Background: an optimization exercise with open tools, aiming at small area, a short achievable clock period and few clock cycles per item. Do not read the settings as production practice. No functional check of the RTL was part of any run shown here. No activity file was given, so power comes from the tool's default toggle rates.

<file path="flow/design.v">
`timescale 1ns/100ps
`default_nettype none
module fetch_top (
    input  logic  clk_in,
    input  logic  br_reset,
    input  logic  stall,
    input  logic  redirect_valid,
    input  logic [31:0] redirect_pc,
    output logic  out_valid,
    output logic [31:0] out_ins,
    output logic [31:0] out_pc,
    output logic [31:0] out_pred_pc,
    input  logic  upd_valid,
    input  logic [31:0] upd_pc,
    input  logic  upd_taken,
    output logic  mem_req,
    output logic [31:0] mem_addr,
    input  logic  mem_ack,
    input  logic [31:0] mem_data
);
    localparam logic [6:0] OP_JAL    = 7'b1101111;
    localparam logic [6:0] OP_BRANCH = 7'b1100011;
    logic [1:0]  ctr_q [16];
    logic [31:2] addr_q;      
    logic [31:2] np_q;        
    logic        stale_q;     
    logic        discard;
    logic        deliver;
    assign mem_addr    = {addr_q, 2'b00};
    assign out_pc      = {addr_q, 2'b00};
    assign out_pred_pc = {np_q, 2'b00};
    assign discard = mem_req && mem_ack && (stale_q || redirect_valid);
    assign deliver = mem_req && mem_ack && !stale_q && !redirect_valid && !stall;
    logic        is_jal, is_br, taken;
    logic [18:0] t_x;         
    logic [18:0] t_ci;        
    logic        t_c;
    logic [10:0] hi_inc, hi_dec;
    logic [29:0] seq_pc;
    assign is_jal = (mem_data[6:0] == OP_JAL);
    assign is_br  = (mem_data[6:0] == OP_BRANCH);
    assign taken  = is_jal || (is_br && ctr_q[addr_q[5:2]][1]);
    tgt_add tgt_add_i (.a(addr_q[20:2]), .ins(mem_data), .x(t_x), .ci(t_ci), .co(t_c));
    incdec #(.N(11)) hi_id (.x(addr_q[31:21]), .inc(hi_inc), .dec(hi_dec));
    logic [18:0] seq_lo;
    logic        seq_c;
    inc #(.N(19)) seq_i (.x(addr_q[20:2]), .y(seq_lo), .co(seq_c));
    assign seq_pc = {seq_c ? hi_inc : addr_q[31:21], seq_lo};
    logic [29:0] np_hold;     
    logic        take;        
    logic [10:0] hi_c1, hi_c0;
    logic [10:0] np_hi_c1, np_hi_c0;
    logic [29:0] np_d;
    always_comb begin
        if (br_reset) begin
            np_hold = '0;
        end else if (redirect_valid) begin
            np_hold = redirect_pc[31:2];
        end else if (deliver) begin
            np_hold = seq_pc;
        end else begin
            np_hold = np_q;
        end
    end
    assign take  = deliver && taken && !br_reset;
    assign hi_c1 = mem_data[31] ? addr_q[31:21] : hi_inc;
    assign hi_c0 = mem_data[31] ? hi_dec : addr_q[31:21];
    assign np_hi_c1 = take ? hi_c1 : np_hold[29:19];
    assign np_hi_c0 = take ? hi_c0 : np_hold[29:19];
    logic [18:0] np_lo_q;
    sel2 #(.N(19)) lo_sel (.s(take), .a(t_x), .b(np_hold[18:0]), .y(np_lo_q));
    xor_and #(.N(19)) lo_sum (.q(np_lo_q), .t(take), .c(t_ci), .y(np_d[18:0]));
    sel2 #(.N(11)) hi_sel (.s(t_c), .a(np_hi_c1), .b(np_hi_c0), .y(np_d[29:19]));
    always_ff @(posedge clk_in) begin
        if (br_reset) begin
            mem_req   <= 1'b0;
            out_valid <= 1'b0;
            stale_q   <= 1'b0;
        end else begin
            out_valid <= deliver;
            if (!mem_req) begin
                if (!redirect_valid) begin
                    mem_req <= 1'b1;
                    stale_q <= 1'b0;
                end
            end else begin
                if (redirect_valid) begin
                    stale_q <= 1'b1;
                end
                if (discard) begin
                    mem_req <= 1'b0;
                end
                if (deliver) begin
                    mem_req <= 1'b0;
                end
            end
        end
    end
    always_ff @(posedge clk_in) begin
        np_q <= np_d;
    end
    always_ff @(posedge clk_in) begin
        if (!mem_req && !redirect_valid) begin
            addr_q <= np_q;
        end
    end
    always_ff @(posedge clk_in) begin
        out_ins <= mem_data;
    end
    for (genvar i = 0; i < 16; i++) begin : ctr_
        logic [1:0] c;
        logic [1:0] c_next;
        assign c = ctr_q[i];
        assign c_next = upd_taken ? {c[1] | c[0], c[1] | !c[0]}
                                  : {c[1] & c[0], c[1] & !c[0]};
        always_ff @(posedge clk_in) begin
            if (br_reset) begin
                ctr_q[i] <= 2'b01;
            end else if (upd_valid && upd_pc[5:2] == i) begin
                ctr_q[i] <= c_next;
            end
        end
    end
endmodule
module tgt_add (
    input  logic [18:0] a,
    input  logic [31:0] ins,
    output logic [18:0] x,
    output logic [18:0] ci,
    output logic        co
);
    logic [18:0] b;
    assign b[18]    = ins[31];
    assign b[17:13] = ins[2] ? ins[19:15] : {5{ins[31]}};
    assign b[12:10] = ins[3] ? ins[14:12] : {3{ins[31]}};
    assign b[9]     = ins[3] ? ins[20] : ins[7];
    assign b[8:3]   = ins[30:25];
    assign b[2:0]   = ins[2] ? ins[24:22] : ins[11:9];
    ks_carry #(.N(19)) add_i (.a(a), .b(b), .x(x), .ci(ci), .co(co));
endmodule
module ks_carry #(
    parameter int N = 8
) (
    input  logic [N-1:0] a,
    input  logic [N-1:0] b,
    output logic [N-1:0] x,
    output logic [N-1:0] ci,
    output logic         co
);
    localparam int L = (N > 16) ? 5 : (N > 8) ? 4 : (N > 4) ? 3 : (N > 2) ? 2 : 1;
    logic [N-1:0] g [L+1];
    logic [N-1:0] p [L+1];
    bit_xor #(.N(N)) x_i (.a(a), .b(b), .y(x));
    bit_and #(.N(N)) g_i (.a(a), .b(b), .y(g[0]));
    assign p[0] = x;
    for (genvar l = 0; l < L; l++) begin : lvl
        for (genvar i = 0; i < N; i++) begin : bit_
            if (i >= (1 << l)) begin : comb
                assign g[l+1][i] = g[l][i] | (p[l][i] & g[l][i-(1<<l)]);
                assign p[l+1][i] = p[l][i] & p[l][i-(1<<l)];
            end else begin : pass
                assign g[l+1][i] = g[l][i];
                assign p[l+1][i] = p[l][i];
            end
        end
    end
    assign ci = {g[L][N-2:0], 1'b0};
    assign co = g[L][N-1];
endmodule
module bit_xor #(
    parameter int N = 8
) (
    input  logic [N-1:0] a,
    input  logic [N-1:0] b,
    output logic [N-1:0] y
);
    assign y = a ^ b;
endmodule
module bit_and #(
    parameter int N = 8
) (
    input  logic [N-1:0] a,
    input  logic [N-1:0] b,
    output logic [N-1:0] y
);
    assign y = a & b;
endmodule
module incdec #(
    parameter int N = 8
) (
    input  logic [N-1:0] x,
    output logic [N-1:0] inc,
    output logic [N-1:0] dec
);
    assign inc = x + 1'b1;
    assign dec = x - 1'b1;
endmodule
module inc #(
    parameter int N = 8
) (
    input  logic [N-1:0] x,
    output logic [N-1:0] y,
    output logic         co
);
    assign {co, y} = {1'b0, x} + 1'b1;
endmodule
module xor_and #(
    parameter int N = 8
) (
    input  logic [N-1:0] q,
    input  logic         t,
    input  logic [N-1:0] c,
    output logic [N-1:0] y
);
    assign y = q ^ ({N{t}} & c);
endmodule
module sel2 #(
    parameter int N = 8
) (
    input  logic         s,
    input  logic [N-1:0] a,
    input  logic [N-1:0] b,
    output logic [N-1:0] y
);
    assign y = s ? a : b;
endmodule
`default_nettype wire
</file>
<file path="flow/standard.sh">
#!/bin/bash
# synth_recipe.tcl (not shown) runs the flow's synth.tcl, then flattens the netlist and writes it again
# the make line also repeats each setting of config.mk as NAME=value (left out here)
make -C /OpenROAD-flow-scripts/flow DESIGN_CONFIG=/design/flow/config.mk WORK_HOME=/design/flow/orfs CLKGATE_MAP_FILE= SYNTH_SCRIPT=/design/flow/synth_recipe.tcl "${@:-finish}"
</file>
<file path="flow/flow/run.sh">
#!/bin/bash
# The standard layout, with the ports buffered by the smallest buffer
# instead of the flow's default pick; repair still resizes them as needed.
set -euo pipefail
export BUFFER_PORTS_ARGS="-buffer_cell sky130_fd_sc_hd__buf_1"
export REMOVE_ABC_BUFFERS=1
bash standard.sh > standard.log 2>&1
</file>
<file path="flow/constraint.sdc">
create_clock -name core_clock -period 6.0 [get_ports {clk_in}]
set_input_delay 1.2000 -clock core_clock [delete_from_list [all_inputs] [get_ports {clk_in}]]
set_output_delay 1.2000 -clock core_clock [all_outputs]
set_load 0.01 [all_outputs]
</file>
<file path="flow/config.mk">
export PLATFORM = sky130hd
export DESIGN_NAME = fetch_top
export DESIGN_NICKNAME = fetch_top
export VERILOG_FILES = /design/flow/design.v
export SDC_FILE = /design/flow/constraint.sdc
export NUM_CORES = 4
export LEC_CHECK = 0
export ABC_AREA = 1
export ABC_CLOCK_PERIOD_IN_PS = 3000
export CAP_MARGIN = 20
export CORE_MARGIN = 8
export CORE_UTILIZATION = 40
export CTS_BUF_LIST = sky130_fd_sc_hd__clkbuf_4 sky130_fd_sc_hd__clkbuf_8
export CTS_CLUSTER_SIZE = 30
export SETUP_SLACK_MARGIN = 3.2
export SLEW_MARGIN = 20
export SYNTH_HIERARCHICAL = 1
export SYNTH_MINIMUM_KEEP_SIZE = 0
</file>
==> results.cfg, run 1 <==
[status]
status = complete, no violations

[yosys]
syn-cell-area_mm2 = 0.00889
muxShareOfSynthArea_pct = 0
synth_top_area_cell = nand2_1
synthCells = 1453
synth_top_area_share_pct = 22.6
synth-seq-area-share_pct = 32.0
synth_area_leaders = nand2_1 23%, dfxtp_1 22%, edfxtp_1 10%
synthTopCellsByCount = 536 x nand2_1, 196 x inv_1, 113 x nand3_1
syn_avg_cell_area_um2 = 6.12
synth_xor_area_share_pct = 2.07
post-synth-top-count-cell = nand2_1
synth_top_family_by_area = simple AND/OR/NAND/NOR gates
synth_seq_cells = 127
synthAdderAreaFrac_pct = 0.563
synthArstFlopShare_pct = 0
ys_warn_count = 13
synth-edff-count = 30
ys.flop_type = dfxtp_1
synth_compound_area_share_pct = 11.2
yosys.area_share.simple_pct = 38.6
yosysUniqueCellTypes = 37

[worst_setup_path]
r2r_start = addr_q[3]
critPathKind = input port to register
r2r_end = np_q[16]
crit_arrival_ns = 3.03
r2r_slack_ns = 3.42
start_kind = input port
worstPathRequired_ns = 6.32
worstSetupStartpoint = redirect_valid
r2r_cells = 16
crit_fanout = 32
setup.worst_path.end_class = register

[final_layout]
layout-drive-gt1-share_pct = 8.06
nets = 1720
stdcell_area_mm2 = 0.0101
fillers = 2301
antennaDiodeCount = 0
fin_util_pct = 46.5
fin_cells = 1906
area_growth_pct = 14.1

[sta]
min_period_ns = 2.71
worst_pin_slew_ns = 1.03
slew_viol_final = 0
setup_viol = 0
fmax_mhz = 369
finClkSkew_ns = 0.0151
slew_headroom_pct = 31.3
fin_ws_ns = 3.29
tns_ns = 0
rsz0062_at_grt = false
finalCritPeriodShare_pct = 45.2
hold_viol_final = 0

[power_and_ir_drop]
leakagePower_nw = 5.07
max-vdd-ir-drop_mv = 0.117
powerDensity_mw_per_mm2 = 217

[detailed_routing]
ant_nets = 0
dr_total_vias = 9278
firstDrtPassIters = 6
routed_wirelength_um = 27600
via_per_inst = 4.87
drc = 0
drt-initial-drc-count = 522
wl_per_cell_um = 14.5

[worst_hold_path]
hold_end = addr_q[17]
whs_path_depth = 0
min_from = np_q[17]
hold_path.class = register to register

[clock_tree]
clock_path_buffers = 2
hold_buffers = 0
cts_sinks = 127
clk_pin_slew_ns = 0.08
clkLatencyLatePin_ns = 0.44
cts_tree = yes
cts_buffers = 17
cts_root_buf = clkbuf_8
htreeDepth = 4

[floorplan]
core-area_mm2 = 0.0218
die_h_um = 165
ios = 233
fp.dieArea_mm2 = 0.0273
die_w_um = 165
start_util_pct = 40.8
rows = 54

[place]
place_ws_ns = 1.77
io_buffers = 196
place_area_mm2 = 0.00949
gp_congestion = 0.836
placed_cells = 1857
place_hpwl_um = 19700

[global_routing]
grt_overflow_total = 0
grt_start_max_net_pins = 61
grt_pass1_vias = 8536
grt_use_total_pct = 19.7
antenna_found_initial = 1
grt_pass1_wl_um = 42800

[run]
cap_violations = 0
## per-stage QoR
stage | hold WS [ns] | power (W)
2_1_floorplan | 0.455 | 0.00130
3_3_place_gp | 0.439 | 0.00147
3_5_place_dp | 0.446 | 0.00148
4_1_cts | 0.466 | 0.00222
5_1_grt | 0.474 | 0.00234
6_report | 0.464 | 0.00221
## layer usage
layer  up-vias  global-route usage [%]  routed length (um)
li1       4819                       -                   -
met1      4170                    24.7               12400
met2       264                    33.8               13200
met3        23                    3.89                1720
met4         2                    5.16                 327
met5         -                       0                  13
## layout by cell type, fill, tap and decap left out, types with 2 or more instances in the layout
cell,count
ha_1,4
o21ai_0,83
xor2_1,14
xnor2_1,7
dfxtp_1,97
inv_4,2
nand2_8,2
nor2_1,91
buf_2,2
buf_12,4
nand2_2,23
inv_1,195
a21oi_1,60
clkinv_2,3
nor2_2,14
nand3_2,6
conb_1,7
buf_1,193
o211ai_1,30
inv_2,12
buf_4,18
nor3_1,19
clkinvlp_4,3
nand4_1,5
nand2_1,535
and2_1,5
clkinv_4,2
o21bai_1,4
nand2_4,2
inv_6,5
edfxtp_1,30
nor2_4,3
clkbuf_8,18
nand3_1,112
clkbuf_4,3
## per-module statistics from Yosys, one instance, submodules excluded, a selection
| module | times used | cell area, um^2 | cells inside |
|---|---|---|---|
| fetch_top | 1 | 5750 | 747 |
| tgt_add | 1 | 149 | 33 |
## where the power goes
part	total, W	leakage [nW]	switching, W	internal, W
logic	0.000484	3.78	0.000323	0.000160
clock network	0.000728	0.191	0.000377	0.000351
registers	0.000995	1.10	0.0000618	0.000934
## worst max-delay path: stages
cell        delay [ns]
buf_1             0.13
nor2_1            0.08
nand2_1           0.09
buf_8             0.29
nor2_4            0.08
buf_6             0.19
nand2_8           0.17
clkinvlp_4        0.23
buf_4             0.20
clkbuf_16         0.18
nand3_1           0.09
nand2_1           0.08
## how the worst max path moves through the flow
stage	end	slack, ns	depth (start not counted)
after floorplan	np_q[10]	1.24	12
after global placement	np_q[16]	1.82	11
after detailed placement	np_q[23]	1.77	14
after CTS	np_q[12]	3.21	15
after global routing	np_q[16]	3.19	14
final	np_q[16]	3.29	12
## registers in the layout, summed over array words and instances (netlist names)
signal,cells
ctr_q,32
addr_q,30
out_valid,1
stale_q,1
out_ins,32
mem_req,1
np_q,30
## final cells by class
class / count / area [um^2] / area share [%]
timing repair buffer: 221 / 1010 / 9.94
tap: 280 / 350 / 3.45
clock inverter: 12 / 110 / 1.08
inverter: 213 / 823 / 8.11
multi-input combinational: 1033 / 4750 / 46.8
sequential: 127 / 2840 / 28.0
clock buffer: 20 / 263 / 2.59
## what timing repair did
item,4_1_cts,5_1_grt
endpoints found under the setup margin,30,30
cloned,0,3
pin swaps,0,3
resized for setup,17,14
setup buffers,6,8
## cells by family (layout without fill, tap and decap cells)
kind of cell | Yosys count | count (layout)
simple gates | 820 | 821
buf+inv | 299 | 466
compound gates | 180 | 180
flops | 127 | 127
xor+xnor | 21 | 21
fa+ha+maj | 4 | 4
other cells | 2 | 7
==> run 2, diff against run 1 <==
--- a/flow/config.mk
+++ b/flow/config.mk
@@ -7,3 +7,2 @@
 export LEC_CHECK = 0
-export ABC_AREA = 1
 export ABC_CLOCK_PERIOD_IN_PS = 3000
@@ -14,3 +13,3 @@
 export CTS_CLUSTER_SIZE = 30
-export SETUP_SLACK_MARGIN = 3.2
+export SETUP_SLACK_MARGIN = 2.8
 export SLEW_MARGIN = 20
==> run 2 against run 1 <==
Effect of this change:
- non-clock buffer count shrank 6
- power grew 9.6%
- critical endpoint is now np_q[29]
- clock skew shrank 0.0019 ns
- critical path type unchanged
- final cell count shrank 33%
- routed wire length shrank 18%
- largest power group unchanged
- clock-buffer cell count shrank 1
- first-iteration DRC count shrank 25%
- still clean on timing, DRC and antenna
==> results.cfg, run 2 <==
[status]
status = complete, no violations

[yosys]
synth_top_area_share_pct = 23.9
synth_seq_cells = 127
synth_area_leaders = dfxtp_1 24%, edfxtp_1 11%, mux2i_1 9.4%
synth-edff-count = 30
post-synth-top-count-cell = dfxtp_1
synth-seq-area-share_pct = 35.0
syn_avg_cell_area_um2 = 9.62
synthCells = 843
syn-cell-area_mm2 = 0.00811
yosysUniqueCellTypes = 67
ys_warn_count = 13
synth_top_area_cell = dfxtp_1
ys.flop_type = dfxtp_1
synthTopCellsByCount = 97 x dfxtp_1, 76 x mux2i_1, 64 x nor2_1
synthArstFlopShare_pct = 0

[detailed_routing]
drc = 0
routed_wirelength_um = 22600
drt-initial-drc-count = 394
firstDrtPassIters = 4
ant_nets = 0
via_per_inst = 5.26
dr_total_vias = 6748
wl_per_cell_um = 17.6

[worst_setup_path]
critPathKind = input port to register
r2r_end = np_q[30]
crit_fanout = 11
crit_arrival_ns = 3.48
r2r_start = addr_q[4]
r2r_cells = 8
r2r_slack_ns = 2.99
start_kind = input port
setup.worst_path.end_class = register
worstPathRequired_ns = 6.32

[final_layout]
area_growth_pct = 16.7
layout-drive-gt1-share_pct = 13.3
largestRegisters = ctr_q: 32 flops, out_ins: 32 flops
antennaDiodeCount = 0
final_common_cell = buf_1
final_cell_mix = 191 x buf_1, 97 x dfxtp_1, 76 x mux2i_1
fillers = 1993
nets = 1107

[power_and_ir_drop]
finalPower_w = 0.00242
leakagePower_nw = 3.67
max-vdd-ir-drop_mv = 0.125
powerDensity_mw_per_mm2 = 255

[global_routing]
grtUsageMet2_pct = 28.7
grt_pass1_wl_um = 34200
antenna_found_initial = 1
gr-usage-met3_pct = 4.64
grt_use_met1_pct = 22.0
grt_pass1_vias = 6532
grt_overflow_total = 0
grt_use_total_pct = 17.5
grt_start_max_net_pins = 65
grt.busiest_layer = met2

[worst_hold_path]
hold_end = addr_q[12]
hold_path.class = register to register
whs_path_depth = 0
min_from = np_q[12]

[clock_tree]
clkLatencyLatePin_ns = 0.44
htreeDepth = 4
clk_pin_slew_ns = 0.08
clock_path_buffers = 2
cts_root_buf = clkbuf_8
cts_tree = yes
hold_buffers = 0
cts_sinks = 127
cts_buffers = 17

[sta]
tns_ns = 0
slew_headroom_pct = 34.5
rsz0062_at_grt = false
finClkSkew_ns = 0.0132
slew_viol_final = 0
hold_viol_final = 0
finalCritPeriodShare_pct = 52.7
setup_viol = 0
worst_pin_slew_ns = 0.979
fmax_mhz = 317
min_period_ns = 3.16

[place]
io_buffers = 196
place_hpwl_um = 15500
gp_congestion = 0.807

[floorplan]
core-area_mm2 = 0.0200
start_util_pct = 40.5
die_h_um = 158
fp.dieArea_mm2 = 0.0251
ios = 233
die_w_um = 158
rows = 52

[run]
cap_violations = 0
[run 2: critical path, stage by stage]
cell      delay (ns)
buf_12          0.13
mux2_4          0.34
xor2_4          0.19
nand2_1         0.10
o211ai_2        0.26
a41o_1          0.28
nand4_1         0.17
a21oi_4         0.27
buf_8           0.18
mux2_2          0.34
[run 2: where the power goes]
part	switching (W)	internal [W]
logic	0.000274	0.000223
clock network	0.000362	0.000519
registers	0.0000902	0.000950
[run 2: worst max-delay path by stage]
| stage | startpoint | end | slack [ns] |
|---|---|---|---|
| 2_1_floorplan | stall | np_q[21] | 1.47 |
| 6_report | mem_data[2] | np_q[29] | 2.84 |
| 5_1_grt | mem_data[2] | np_q[29] | 2.79 |
| 4_1_cts | mem_data[2] | np_q[29] | 2.79 |
| 3_5_place_dp | mem_data[31] | np_q[26] | 1.79 |
| 3_3_place_gp | mem_data[31] | np_q[30] | 1.79 |
[run 2: final cells by class]
type / count / area, um^2 / area share, %
clock buffer: 19 / 262 / 2.76
clock inverter: 13 / 206 / 2.18
inverter: 12 / 45.0 / 0.476
multi-input combinational: 627 / 4810 / 50.9
sequential: 127 / 2840 / 30.0
tap: 270 / 338 / 3.57
timing repair buffer: 215 / 960 / 10.1
[run 2: modules after synthesis (local to each module, per instance), a selection]
module	cells inside	flops+latches
fetch_top	556	127
tgt_add	13	0
[run 2: logic make-up (layout without fill, tap and decap cells)]
| family | count (synthesis) | count (layout) | share of synthesized area (%) |
|---|---|---|---|
| buffers and inverters | 95 | 259 | 7.65 |
| multiplexers | 121 | 121 | 17.4 |
| XOR/XNOR | 72 | 72 | 7.77 |
| AO/OA/AOI/OAI | 183 | 184 | 15.2 |
| flip-flops | 127 | 127 | 35.0 |
| adder cells (fa/ha/maj) | 4 | 4 | 0.617 |
| other | 2 | 7 | 0.0926 |
| AND/OR/NAND/NOR | 239 | 239 | 16.3 |
[run 2: metal layers]
layer / share of wire (%) / wire length [um]
met2: 46 / 10500
met5: 0.058 / 13
met1: 45 / 10100
met4: 1.5 / 328
met3: 7.3 / 1650
[run 2: what timing repair did]
action / 4_1_cts / 5_1_grt
pin swaps: 1 / 7
cloned: 1 / 1
setup endpoints to repair: 30 / 13
resized for setup: 16 / 28
buffers inserted: 3 / 7
[run 2: per-stage QoR]
step / hold WS [ns] / util, % / setup slack (ns) / cells / area (um^2)
6_report: 0.461 / 47.2 / 2.84 / 1283 / 9470
5_1_grt: 0.480 / 47.2 / 2.79 / 1283 / 9470
4_1_cts: 0.463 / 46.3 / 2.79 / 1275 / 9280
3_5_place_dp: 0.445 / 43.4 / 1.79 / 1239 / 8700
3_3_place_gp: 0.437 / 43.4 / 1.79 / 1239 / 8700
2_1_floorplan: 0.455 / - / 1.47 / 765 / 7560
==> run 3, diff against run 2 <==
--- a/flow/config.mk
+++ b/flow/config.mk
@@ -13,3 +13,3 @@
 export CTS_CLUSTER_SIZE = 30
-export SETUP_SLACK_MARGIN = 2.8
+export SETUP_SLACK_MARGIN = 3.0
 export SLEW_MARGIN = 20
==> run 3 against run 2 <==
Effect of this change:
- fmax grew 4.6%
- die area is the same
- non-clock buffer count grew 23
- final cell count grew 1.8%
- largest power group unchanged
- final area grew 3.2%
- critical endpoint unchanged
- sequential share of layout area shrank 0.93 points
- setup slack gained 0.14 ns
- worst hold slack gained 0.0019 ns
- still clean on timing, DRC and antenna
- global-route usage grew 0.63 points
==> results.cfg, run 3 <==
[worst_hold_path]
hold_path.class = register to register

[power_and_ir_drop]
internal-power_w = 0.00171
p_switching_w = 0.000740
leakagePower_nw = 3.84
clkPwrFrac_pct = 36.0
powerDensity_mw_per_mm2 = 251
switching_share_pct = 30.1
pwr-share-comb_pct = 21.7
max-vdd-ir-drop_mv = 0.125
seq_power_share_pct = 42.3

[detailed_routing]
wl_per_cell_um = 18.0
firstDrtPassIters = 4
dr_total_vias = 6882
via_per_inst = 5.27
drc = 0
ant_nets = 0
drt-initial-drc-count = 432
routed_wirelength_um = 23500

[final_layout]
largestRegisters = ctr_q: 32 flops, out_ins: 32 flops
fillers = 1966
final_common_cell = buf_1
fin_cells = 1306
area_growth_pct = 20.4
antennaDiodeCount = 0
layout-drive-gt1-share_pct = 15.9
nets = 1130
fin_util_pct = 48.8
multi_input_area_mm2 = 0.00487
seqCellArea_mm2 = 0.00284
final_cell_mix = 190 x buf_1, 97 x dfxtp_1, 76 x mux2i_1

[sta]
slew_headroom_pct = 35.5
fin_ws_ns = 2.98
slew_viol_final = 0
fmax_mhz = 331
hold_viol_final = 0
finalCritPeriodShare_pct = 50.4
worst_pin_slew_ns = 0.963
setup_viol = 0
tns_ns = 0
whs_ns = 0.463
min_period_ns = 3.02
finClkSkew_ns = 0.0133
rsz0062_at_grt = true

[yosys]
synthTopCellsByCount = 97 x dfxtp_1, 76 x mux2i_1, 64 x nor2_1
yosysUniqueCellTypes = 67
synth-edff-count = 30
synth_area_leaders = dfxtp_1 24%, edfxtp_1 11%, mux2i_1 9.4%
syn-cell-area_mm2 = 0.00811
synth_compound_area_share_pct = 15.2
ys_warn_count = 13
ys.flop_type = dfxtp_1
synth_xor_area_share_pct = 7.77
muxShareOfSynthArea_pct = 17.4
synthArstFlopShare_pct = 0
synthAdderAreaFrac_pct = 0.617
synth_top_area_cell = dfxtp_1
synthCells = 843
synth-seq-area-share_pct = 35.0
synth_top_family_by_area = multiplexers
synth_seq_cells = 127
yosys.area_share.simple_pct = 16.3
synth_top_area_share_pct = 23.9
syn_avg_cell_area_um2 = 9.62
post-synth-top-count-cell = dfxtp_1

[floorplan]
start_util_pct = 40.5
ios = 233
die_w_um = 158
rows = 52
die_h_um = 158
core-area_mm2 = 0.0200
fp.dieArea_mm2 = 0.0251

[clock_tree]
cts_sinks = 127
cts_tree = yes
hold_buffers = 0
clkLatencyLatePin_ns = 0.45
clk_pin_slew_ns = 0.07
cts_buffers = 17
htreeDepth = 4
cts_root_buf = clkbuf_8
clock_path_buffers = 2

[worst_setup_path]
setup.worst_path.end_class = register
critPathKind = input port to register
crit_arrival_ns = 3.35
crit_fanout = 6
worstPathRequired_ns = 6.33
start_kind = input port

[status]
status = complete, no violations

[global_routing]
grt_overflow_total = 0
grt_pass1_vias = 6610
grt_pass1_wl_um = 35300
grt_use_total_pct = 18.2
antenna_found_initial = 1
grt_start_max_net_pins = 65

[place]
place_hpwl_um = 15500
io_buffers = 196
place_ws_ns = 1.79
gp_congestion = 0.807
placed_cells = 1239

[run]
cap_violations = 0
==> run 3: cell counts after synthesis <==
Identical to the previous run, type by type.
==> run 3: modules after synthesis (local to each module, per instance), a selection <==
module,times used,flip-flops and latches
tgt_add,1,0
fetch_top,1,127
==> run 3: critical path: stages <==
cell and delay [ns]:
buf_12 0.11, mux2_4 0.33, xor2_4 0.20, a21o_1 0.22, a21oi_2 0.17, o21ai_2 0.10, a2111oi_4 0.41, a21oi_4 0.13
buf_8 0.17, mux2_4 0.30
==> run 3: final timing paths <==
kind,cells after the start,from,endpoint,slack (ns)
max,10,mem_data[3],np_q[29],2.98
min,0,np_q[20],addr_q[20],0.46
max reg2reg,8,addr_q[10],np_q[30],3.20
min reg2reg,0,np_q[20],addr_q[20],0.46
==> run 3: metal layers <==
layer | GRT usage [%] | wire (um) | vias to the layer above
li1 | - | - | 3375
met1 | 23.1 | 10400 | 3258
met2 | 29.6 | 11000 | 216
met3 | 4.53 | 1740 | 31
met4 | 5.84 | 387 | 2
met5 | 0 | 13 | -
==> run 3: per-stage QoR <==
stage          total power [W]  cell area (um^2)
6_report               0.00245              9770
5_1_grt                0.00258              9770
4_1_cts                0.00245              9540
3_5_place_dp           0.00153              8700
3_3_place_gp           0.00152              8700
2_1_floorplan          0.00135              7560
==> run 3: area by class of cell <==
| class | instances | area share [%] |
|---|---|---|
| sequential | 127 | 29.1 |
| multi-input combinational | 627 | 49.9 |
| timing repair buffer | 238 | 12.3 |
| inverter | 12 | 0.461 |
| clock buffer | 19 | 2.68 |
| tap | 270 | 3.46 |
| clock inverter | 13 | 2.11 |
==> run 3: cells by family (layout without fill, tap and decap cells) <==
group,Yosys count,count (layout)
AO/OA/AOI/OAI,183,184
other,2,7
adder cells (fa/ha/maj),4,4
AND/OR/NAND/NOR,239,239
XOR/XNOR,72,72
flip-flops,127,127
multiplexers,121,121
buffers and inverters,95,282
==> run 3: what timing repair did <==
action | in CTS | in global routing
buffers inserted | 13 | 17
pin swaps | 9 | 12
hold endpoints to repair | 0 | 0
endpoints found under the setup margin | 30 | 14
resized for setup | 44 | 17
gates cloned | 5 | 0
==> run 3: power by group through the flow <==
stage / Clock, W / Combinational (W) / Sequential, W
final: 0.000883 / 0.000533 / 0.00104
after global routing: 0.000949 / 0.000582 / 0.00105
after CTS: 0.000905 / 0.000505 / 0.00104
after detailed placement: 0 / 0.000467 / 0.00106
after global placement: 0 / 0.000462 / 0.00106
after floorplan: 0 / 0.000280 / 0.00107
==> run 4, diff against run 3 <==
--- a/flow/design.v
+++ b/flow/design.v
@@ -34,7 +34,7 @@
     logic        is_jal, is_br, taken;
-    logic [18:0] t_x;         
-    logic [18:0] t_ci;        
-    logic        t_c;
-    logic [10:0] hi_inc, hi_dec;
+    logic [29:0] tgt_pc;
+    logic [10:0] hi_inc;
     logic [29:0] seq_pc;
+    logic [18:0] seq_lo;
+    logic        seq_c;
     assign is_jal = (mem_data[6:0] == OP_JAL);
@@ -42,6 +42,4 @@
     assign taken  = is_jal || (is_br && ctr_q[addr_q[5:2]][1]);
-    tgt_add tgt_add_i (.a(addr_q[20:2]), .ins(mem_data), .x(t_x), .ci(t_ci), .co(t_c));
-    incdec #(.N(11)) hi_id (.x(addr_q[31:21]), .inc(hi_inc), .dec(hi_dec));
-    logic [18:0] seq_lo;
-    logic        seq_c;
+    tgt_add tgt_add_i (.a(addr_q[31:2]), .ins(mem_data), .s(tgt_pc));
+    inc #(.N(11)) hi_i (.x(addr_q[31:21]), .y(hi_inc), .co());
     inc #(.N(19)) seq_i (.x(addr_q[20:2]), .y(seq_lo), .co(seq_c));
@@ -50,4 +48,2 @@
     logic        take;        
-    logic [10:0] hi_c1, hi_c0;
-    logic [10:0] np_hi_c1, np_hi_c0;
     logic [29:0] np_d;
@@ -64,11 +60,4 @@
     end
-    assign take  = deliver && taken && !br_reset;
-    assign hi_c1 = mem_data[31] ? addr_q[31:21] : hi_inc;
-    assign hi_c0 = mem_data[31] ? hi_dec : addr_q[31:21];
-    assign np_hi_c1 = take ? hi_c1 : np_hold[29:19];
-    assign np_hi_c0 = take ? hi_c0 : np_hold[29:19];
-    logic [18:0] np_lo_q;
-    sel2 #(.N(19)) lo_sel (.s(take), .a(t_x), .b(np_hold[18:0]), .y(np_lo_q));
-    xor_and #(.N(19)) lo_sum (.q(np_lo_q), .t(take), .c(t_ci), .y(np_d[18:0]));
-    sel2 #(.N(11)) hi_sel (.s(t_c), .a(np_hi_c1), .b(np_hi_c0), .y(np_d[29:19]));
+    assign take = deliver && taken && !br_reset;
+    sel2 #(.N(30)) np_sel (.s(take), .a(tgt_pc), .b(np_hold), .y(np_d));
     always_ff @(posedge clk_in) begin
@@ -125,10 +114,8 @@
 module tgt_add (
-    input  logic [18:0] a,
+    input  logic [29:0] a,
     input  logic [31:0] ins,
-    output logic [18:0] x,
-    output logic [18:0] ci,
-    output logic        co
+    output logic [29:0] s
 );
-    logic [18:0] b;
-    assign b[18]    = ins[31];
+    logic [29:0] b;
+    assign b[29:18] = {12{ins[31]}};
     assign b[17:13] = ins[2] ? ins[19:15] : {5{ins[31]}};
@@ -138,5 +125,5 @@
     assign b[2:0]   = ins[2] ? ins[24:22] : ins[11:9];
-    ks_carry #(.N(19)) add_i (.a(a), .b(b), .x(x), .ci(ci), .co(co));
+    ks_add #(.N(30)) add_i (.a(a), .b(b), .s(s), .co());
 endmodule
-module ks_carry #(
+module ks_add #(
     parameter int N = 8
@@ -145,4 +132,3 @@
     input  logic [N-1:0] b,
-    output logic [N-1:0] x,
-    output logic [N-1:0] ci,
+    output logic [N-1:0] s,
     output logic         co
@@ -152,4 +138,5 @@
     logic [N-1:0] p [L+1];
-    bit_xor #(.N(N)) x_i (.a(a), .b(b), .y(x));
-    bit_and #(.N(N)) g_i (.a(a), .b(b), .y(g[0]));
+    logic [N-1:0] x;
+    assign x    = a ^ b;
+    assign g[0] = a & b;
     assign p[0] = x;
@@ -166,32 +153,4 @@
     end
-    assign ci = {g[L][N-2:0], 1'b0};
+    assign s  = x ^ {g[L][N-2:0], 1'b0};
     assign co = g[L][N-1];
-endmodule
-module bit_xor #(
-    parameter int N = 8
-) (
-    input  logic [N-1:0] a,
-    input  logic [N-1:0] b,
-    output logic [N-1:0] y
-);
-    assign y = a ^ b;
-endmodule
-module bit_and #(
-    parameter int N = 8
-) (
-    input  logic [N-1:0] a,
-    input  logic [N-1:0] b,
-    output logic [N-1:0] y
-);
-    assign y = a & b;
-endmodule
-module incdec #(
-    parameter int N = 8
-) (
-    input  logic [N-1:0] x,
-    output logic [N-1:0] inc,
-    output logic [N-1:0] dec
-);
-    assign inc = x + 1'b1;
-    assign dec = x - 1'b1;
 endmodule
@@ -205,12 +164,2 @@
     assign {co, y} = {1'b0, x} + 1'b1;
-endmodule
-module xor_and #(
-    parameter int N = 8
-) (
-    input  logic [N-1:0] q,
-    input  logic         t,
-    input  logic [N-1:0] c,
-    output logic [N-1:0] y
-);
-    assign y = q ^ ({N{t}} & c);
 endmodule
--- a/flow/config.mk
+++ b/flow/config.mk
@@ -7,2 +7,3 @@
 export LEC_CHECK = 0
+export ABC_AREA = 1
 export ABC_CLOCK_PERIOD_IN_PS = 3000
@@ -13,3 +14,3 @@
 export CTS_CLUSTER_SIZE = 30
-export SETUP_SLACK_MARGIN = 3.0
+export SETUP_SLACK_MARGIN = 3.3
 export SLEW_MARGIN = 20
==> run 4 against run 3 <==
Effect of this change:
- synthesized area is 6.2% higher
- synthesized cell count increased by 55%
- final cell count is 35% higher
- via count increased by 24%
- clock-buffer cell count is 1 higher
- non-clock buffer count is 20 lower
- combinational power increased by 6.6%
- clock power is 13% lower
- first-iteration DRC count is 1.2% higher
- sequential cell count unchanged
- fmax rose by 15%
- highest routed layer is now met4
==> results.cfg, run 4 <==
[final_layout]
final_cell_mix = 453 x nand2_1, 193 x buf_1, 169 x inv_1
nets = 1617
antennaDiodeCount = 0
fin_util_pct = 47.7
final_common_cell = nand2_1
area_growth_pct = 16.8
stdcell_area_mm2 = 0.0101
fin_cells = 1768
layout-drive-gt1-share_pct = 8.71
largestRegisters = ctr_q: 32 flops, out_ins: 32 flops

[clock_tree]
clk_pin_slew_ns = 0.07
hold_buffers = 0
cts_sinks = 127
clkLatencyLatePin_ns = 0.46
cts_buffers = 17
clock_path_buffers = 2
cts_tree = yes
htreeDepth = 4
cts_root_buf = clkbuf_8

[worst_setup_path]
crit_buf_inv = 3
worstSetupStartpoint = mem_data[3]
crit_path_max_incr_delay_ns = 0.31
setup.worst_path.end_class = register
r2r_start = addr_q[5]
crit_cells = 14
critPathKind = input port to register
slowest_stage = ha_4
path_common_cell = nand2_1
crit_family = simple AND/OR/NAND/NOR gates
r2r_slack_ns = 3.59
crit_fanout = 8
crit_arrival_ns = 3.02
worstPathRequired_ns = 6.40
r2r_cells = 14
start_kind = input port
crit_end = np_q[18]
path_cells = clkbuf_4, inv_1, nand2_1, nand2_1, ha_4, nand2_1, inv_1, nand2_1, nor3_2, nand2_1, nand2_1, xor2_1, nand2_1, nand2_1
r2r_end = np_q[24]

[place]
gp_congestion = 0.894
io_buffers = 196
placed_cells = 1720
place_hpwl_um = 20300
place_area_mm2 = 0.00930
place_ws_ns = 1.89

[run]
cap_violations = 0

[floorplan]
die_h_um = 163
start_util_pct = 40.8
fp.dieArea_mm2 = 0.0265
ios = 233
core-area_mm2 = 0.0211
rows = 53
die_w_um = 163

[worst_hold_path]
hold_path.class = register to register
min_from = np_q[18]

[yosys]
synthCells = 1308
syn_avg_cell_area_um2 = 6.58
syn-cell-area_mm2 = 0.00861
ys_warn_count = 11

[power_and_ir_drop]
powerDensity_mw_per_mm2 = 230
max-vdd-ir-drop_mv = 0.119
leakagePower_nw = 4.97

[sta]
tns_ns = 0
slew_viol_final = 0
finClkSkew_ns = 0.0145
worst_pin_slew_ns = 0.654
rsz0062_at_grt = true
fin_ws_ns = 3.38
fmax_mhz = 382
setup_viol = 0
hold_viol_final = 0
slew_headroom_pct = 56.4
finalCritPeriodShare_pct = 43.6
min_period_ns = 2.62

[detailed_routing]
dr_total_vias = 8528
via_per_inst = 4.82
wl_per_cell_um = 15.3
drt-initial-drc-count = 437
ant_nets = 0
drc = 0
firstDrtPassIters = 6
routed_wirelength_um = 27100

[global_routing]
grt_use_total_pct = 20.1
grt_overflow_total = 0
antenna_found_initial = 0
grt_pass1_wl_um = 42400
grt_start_max_net_pins = 63
grt_pass1_vias = 8288

[status]
status = complete, no violations
[run 4: worst min-delay path by stage]
stage,to,slack [ns],depth (start not counted)
after detailed placement,addr_q[18],0.44,0
after CTS,addr_q[18],0.46,0
final,addr_q[18],0.46,0
after global placement,addr_q[19],0.44,0
after floorplan,stale_q,0.45,2
after global routing,addr_q[18],0.46,0
[run 4: repair_timing]
| action | in CTS | in global routing |
|---|---|---|
| hold endpoints to repair | 0 | 0 |
| setup buffers | 6 | 10 |
| pin swaps | 1 | 5 |
| gates resized for setup | 28 | 28 |
| setup endpoints to repair | 36 | 30 |
[run 4: stage by stage]
step	total power (W)	hold WS, ns
6_report	0.00231	0.459
5_1_grt	0.00245	0.464
4_1_cts	0.00231	0.457
3_5_place_dp	0.00153	0.440
3_3_place_gp	0.00152	0.438
2_1_floorplan	0.00134	0.447
[run 4: area by class of cell]
class                      instances  area (um^2)
clock buffer                      20          256
multi-input combinational        942         4850
inverter                         174          671
tap                              275          344
clock inverter                    12          131
sequential                       127         2840
fill                            2246        11000
timing repair buffer             218          970
[run 4: layer usage]
layer	wire length, um	GRT usage, %	up-vias
met5	0	0	-
met4	394	6.26	0
met1	11900	23.9	3845
li1	-	-	4448
met2	13500	35.7	205
met3	1350	3.77	30
[run 4: where the power goes]
| group | switching, W | internal (W) |
|---|---|---|
| Clock | 0.000381 | 0.000387 |
| Sequential | 0.0000522 | 0.000927 |
| Combinational | 0.000366 | 0.000201 |
| Total | 0.000800 | 0.00152 |

## separate check: timing with driven ports
In the flow no input, the clock included, has a driving cell. The finished layouts below were timed again as built, in two steps. Step 1, drivers: a clkbuf_16 drives clk_in and a buf_2 each remaining input, both assumed. Step 2 moves the port delays by t, midway between the first and last clock arrival at a register: inputs arrive t later, outputs are due t later. That takes back most of the time a late clock gives input paths. Three values: ideal ports, drivers, drivers and shift; two values: the first two.
run | t (ns) | setup slack, ns | worst data-port slew with drivers (ns) | cell pins on the clock port's net
run 1 | 0.476 | 3.287 / 3.288 / 2.813 | 0.07 | 1
run 2 | 0.479 | 2.840 / 2.815 / 2.336 | 0.08 | 1
run 3 | 0.481 | 2.978 / 2.921 / 2.440 | 0.15 | 1
run 4 | 0.494 | 3.381 / 3.361 / 2.867 | 0.07 | 1
After both steps every run listed still meets setup and hold. The setup slack of run 3, which loses most, moves by -0.057 ns with the drivers and by -0.538 ns with both steps.
